Source: an optimization exercise on an open RTL-to-GDS flow (aim: small area). Production flows keep margins and buffers that such runs may drop.
The RTL was checked by simulation tests, not by an equivalence proof against the original design.
No activity file was given, so power comes from the tool's default toggle rates.

==> garnet: inputs <==
==> flow/design.v <==
module multicycle_cobra_core #(
   parameter int XLEN = 32,
   parameter int PC_W = 8
) (
   input  logic            clk,
   input  logic            rst,
   output logic            imem_req,
   output logic [PC_W-1:0] imem_addr,
   input  logic            imem_ack,
   input  logic [31:0]     imem_rdata,
   input  logic            in_valid,
   output logic            in_ready,
   input  logic [XLEN-1:0] in_data,
   output logic [XLEN-1:0] out_data,
   output logic            out_valid
);
   localparam logic [1:0] S_CLR = 2'd0, S_FETCH = 2'd1, S_READY = 2'd2;
   logic [4:0]      ph;           
   logic [1:0]      st;
   logic            act;          
   logic            r2;           
   logic [PC_W-1:0] pc;
   logic [31:0]     ir;
   logic            carry_r, neq_r;
   logic [4:0]      sh;           
   logic [31:0]     osr;          
   logic        ir_b, ir_c;
   logic [1:0]  ir_ws;
   logic [4:0]  op, ra1, ra2, wa;
   logic [7:0]  off;
   assign ir_b  = ir[31];
   assign ir_c  = ir[30];
   assign ir_ws = ir[29:28];
   assign op    = ir[27:23];
   assign ra1   = ir[22:18];
   assign ra2   = ir[17:13];
   assign off   = ir[12:5];
   assign wa    = ir[4:0];
   logic [31:0] tails;            
   logic        clr, wr_now, wbit;
   assign clr = (st == S_CLR);
   assign tails[0] = 1'b0;
   genvar gi;
   generate
      for (gi = 1; gi < 32; gi++) begin : g_rf
         logic [31:0] ring;
         logic        we;
         assign we = clr | (wr_now && wa == 5'(gi));
         always_ff @(posedge clk)
            ring <= {(we ? wbit : ring[0]), ring[31:1]};
         assign tails[gi] = ring[0];
      end
   endgenerate
   logic a, b;
   assign a = tails[ra1];
   assign b = tails[ra2];
   logic is_shl, is_shr, is_sra, is_slt, multi, sub;
   assign is_shl = (op == 5'b00001);
   assign is_shr = (op == 5'b00101) || (op == 5'b01101);
   assign is_sra = (op == 5'b01101);
   assign is_slt = (op[4:1] == 4'b0001);
   assign multi  = (ir_ws == 2'b11) && (is_shl || is_shr || is_slt);
   assign sub    = op[3] | op[1];
   logic ph0, ph31;
   logic bb, cin, sum, cout, neq_cur, ltu, lts, lt, eq, flag;
   assign ph0  = (ph == 5'd0);
   assign ph31 = (ph == 5'd31);
   assign bb      = b ^ sub;
   assign cin     = ph0 ? sub : carry_r;
   assign sum     = a ^ bb ^ cin;
   assign cout    = (a & bb) | (a & cin) | (bb & cin);
   assign neq_cur = (~ph0 & neq_r) | (a ^ b);
   assign ltu  = ~cout;
   assign lts  = (a ^ b) ? a : ltu;
   assign lt   = op[0] ? ltu : lts;
   assign eq   = ~neq_cur;
   assign flag = (op[4:3] == 2'b11) &&
                 (op[2] ? ((op[1] ? ltu : lts) ^ op[0]) : (~op[1] & (eq ^ op[0])));
   logic [4:0] tap_idx;
   logic       tap, resbit;
   assign tap_idx = is_shr ? sh : (5'd0 - sh);
   assign tap     = (is_shl && sh == 5'd0) ? a : osr[tap_idx];
   always_comb begin
      case (op)
         5'b00000, 5'b01000:          resbit = sum;
         5'b00100:                    resbit = a ^ b;
         5'b00110:                    resbit = a | b;
         5'b00111:                    resbit = a & b;
         5'b00010, 5'b00011:          resbit = ph0 & carry_r;
         5'b00001, 5'b00101, 5'b01101: resbit = tap;
         default:                     resbit = 1'b0;
      endcase
   end
   logic [31:0] imm_sx;
   assign imm_sx = {{9{ir[27]}}, ir[27:5]};
   always_comb begin
      if (clr)                    wbit = 1'b0;
      else if (ir_ws == 2'b01)    wbit = in_data[ph];
      else if (ir_ws == 2'b10)    wbit = imm_sx[ph];
      else                        wbit = resbit;
   end
   logic ins;
   assign ins = is_shl ? (r2 & a) : is_shr ? (r2 ? (is_sra & osr[31]) : a) : resbit;
   logic A, last, fire, take;
   logic [PC_W-1:0] npc;
   assign A    = act | (st == S_READY && ph0 && !(ir_ws == 2'b01 && !in_valid));
   assign last = act && ph31 && (!multi || r2);
   assign wr_now = A && (ir_ws != 2'b00) && (!multi || r2);
   always_comb begin
      fire = 1'b0;
      if (ir_ws == 2'b11 && A) begin
         if (is_shl)      fire = r2 && (ph == ~sh);
         else if (is_shr) fire = (sh == 5'd0) ? (!r2 && ph31) : (r2 && ph == sh - 5'd1);
         else if (is_slt) fire = r2 && ph31;
         else             fire = ph31;
      end
   end
   assign take = ir_b | (ir_c & flag);
   assign npc  = pc + (take ? PC_W'($signed(off)) : PC_W'(1));
   assign imem_req  = (st == S_FETCH) || (clr && ph31) || last;
   assign imem_addr = last ? npc : pc;
   assign in_ready  = act && ph31 && (ir_ws == 2'b01);
   assign out_data  = osr;
   logic got;
   assign got = imem_req & imem_ack;
   always_ff @(posedge clk or posedge rst) begin
      if (rst) begin
         ph        <= '0;
         st        <= S_CLR;
         act       <= 1'b0;
         r2        <= 1'b0;
         pc        <= '0;
         out_valid <= 1'b0;
      end else begin
         ph        <= ph + 5'd1;
         act       <= A && !ph31;
         if (act && ph31) r2 <= multi && !r2;
         pc        <= imem_addr;
         out_valid <= fire;
         case (st)
            S_CLR:   if (ph31) st <= got ? S_READY : S_FETCH;
            S_FETCH: if (got) st <= S_READY;
            default: if (last && !got) st <= S_FETCH;
         endcase
      end
   end
   always_ff @(posedge clk) begin
      if (got) ir <= imem_rdata;
      carry_r <= ph31 ? lt : cout;
      neq_r   <= neq_cur;
      if (A && !r2 && ph < 5'd5) sh <= {b, sh[4:1]};
      osr     <= {ins, osr[31:1]};
   end
endmodule
==> flow/flow/run.sh <==
#!/bin/bash
# Standard ORFS layout; only the clock-tree options and the port buffer cell are changed.
set -euo pipefail
export CTS_ARGS="-sink_clustering_enable -repair_clock_nets -dont_use_dummy_load -sink_clustering_size 40 -sink_clustering_max_diameter 50 -buf_list sky130_fd_sc_hd__clkbuf_16"
export BUFFER_PORTS_ARGS="-buffer_cell sky130_fd_sc_hd__buf_1"
bash standard.sh > standard.log 2>&1
==> flow/standard.sh <==
#!/bin/bash
# synth_recipe.tcl (not shown) runs the flow's synth.tcl, then flattens the netlist and writes it again
# the make line also repeats each setting of config.mk as NAME=value (left out here)
make -C /OpenROAD-flow-scripts/flow DESIGN_CONFIG=/design/flow/config.mk WORK_HOME=/design/flow/orfs CLKGATE_MAP_FILE= SYNTH_SCRIPT=/design/flow/synth_recipe.tcl "${@:-finish}"
==> flow/config.mk <==
export PLATFORM = sky130hd
export DESIGN_NAME = multicycle_cobra_core
export DESIGN_NICKNAME = multicycle_cobra_core
export VERILOG_FILES = /design/flow/design.v
export SDC_FILE = /design/flow/constraint.sdc
export NUM_CORES = 4
export LEC_CHECK = 0
export CAP_MARGIN = 20
export CORE_MARGIN = 2
export CORE_UTILIZATION = 60
export PLACE_DENSITY = 0.7
export SLEW_MARGIN = 20
==> flow/constraint.sdc <==
create_clock -name core_clock -period 10.0 [get_ports {clk}]
set_input_delay 2.0000 -clock core_clock [delete_from_list [all_inputs] [get_ports {clk}]]
set_output_delay 2.0000 -clock core_clock [all_outputs]
set_load 0.01 [all_outputs]
==> indigo: changes against garnet <==
==> flow/run.sh (new file) <==
#!/bin/bash
# synth_recipe.tcl (not shown) runs the flow's synth.tcl, then flattens the netlist and writes it again
# the make line also repeats each setting of config.mk as NAME=value (left out here)
make -C /OpenROAD-flow-scripts/flow DESIGN_CONFIG=/design/flow/config.mk WORK_HOME=/design/flow/orfs CLKGATE_MAP_FILE= SYNTH_SCRIPT=/design/flow/synth_recipe.tcl finish
--- a/flow/config.mk
+++ b/flow/config.mk
@@ -9,4 +9,6 @@
 export CORE_MARGIN = 2
 export CORE_UTILIZATION = 60
+export CTS_BUF_LIST = sky130_fd_sc_hd__clkbuf_8
+export CTS_CLUSTER_SIZE = 30
 export PLACE_DENSITY = 0.7
 export SLEW_MARGIN = 20
removed: flow/flow/run.sh
removed: flow/standard.sh
==> yarrow: changes against garnet <==
==> flow/flow/run.sh (replaced) <==
#!/bin/bash
# Standard ORFS layout; only the clock-tree options and the port buffer cell are changed.
set -euo pipefail
export CTS_ARGS="-sink_clustering_enable -repair_clock_nets -dont_use_dummy_load -sink_clustering_size 21 -sink_clustering_max_diameter 50 -buf_list sky130_fd_sc_hd__clkbuf_8 -root_buf sky130_fd_sc_hd__clkbuf_16 -tree_buf sky130_fd_sc_hd__clkbuf_16"
export BUFFER_PORTS_ARGS="-buffer_cell sky130_fd_sc_hd__buf_1"
bash standard.sh > standard.log 2>&1
--- a/flow/config.mk
+++ b/flow/config.mk
@@ -6,4 +6,5 @@
 export NUM_CORES = 4
 export LEC_CHECK = 0
+export ABC_AREA = 1
 export CAP_MARGIN = 20
 export CORE_MARGIN = 2
==> impl_results.md <==
- Largest net degree at the start of global routing: 41
- Syn_nets: 1,699
- Internal Pwr Total: 5.308 mW
- Status: complete, no violations
- Layout buffering overhead excluding clock cells: 0.01627
- Mux cell area share after synthesis: 0.03519
- Syn Area/Cell: 16.12 sq um
- Sequential-to-total area share from yosys stat: 0.8491
- Root Driver: clkbuf_16
the above is filed under garnet

==> impl_results.md <==
- Layout clock area frac: 0.03719
- Status: complete, no violations
- Sequential cell area share: 0.8032
- Layout buffering overhead excluding clock cells: 0.01528
- Syn_nets: 1,847
- Mux cell area share after synthesis: 0
- Syn Area/Cell: 14.50 sq um
- Root Driver: clkbuf_16
- Post-synth top cells: dfxtp_1 (1,026), nand2_1 (162), nand3_1 (105)
- Sequential-to-total area share from yosys stat: 0.8648
- Critical path arrival: 5.63 ns
the above is filed under yarrow

==> impl_results.md <==
- Internal Pwr Total: 6.241 mW
- Root Driver: clkbuf_8
- Status: complete, no violations
- Layout buffering overhead excluding clock cells: 0.03742
- Mux cell area share after synthesis: 0.03519
- Largest net degree at the start of global routing: 33
the above is filed under indigo

-- afterwards: timing with drivers on the ports --
Ports are ideal in the flow. The routed layouts listed here were re-timed in OpenROAD. Step 1 assumes that a clkbuf_16 drives the clock port and a buf_2 every other input. Step 2 times the ports against the registers' clock, not the clock port: input delays grow and output delays shrink by t, the midpoint of the rising clock arrivals with the driver on. a / b / c = no drivers / after step 1 / after step 2; a / b = the first two.
run	t (ns)	setup WS [ns]	clock arrival spread, ns	worst register clock-pin slew, ns	worst slew at a driven data input, ns
garnet	0.645	1.631 / 1.579 / 2.224	0.070 / 0.070	0.13 / 0.13	0.08
indigo	0.796	1.025 / 0.973 / 1.769	0.032 / 0.032	0.07 / 0.07	0.09
yarrow	0.590	2.370 / 2.319 / 2.909	0.082 / 0.082	0.12 / 0.12	0.09
After both steps every run listed still meets setup and hold.
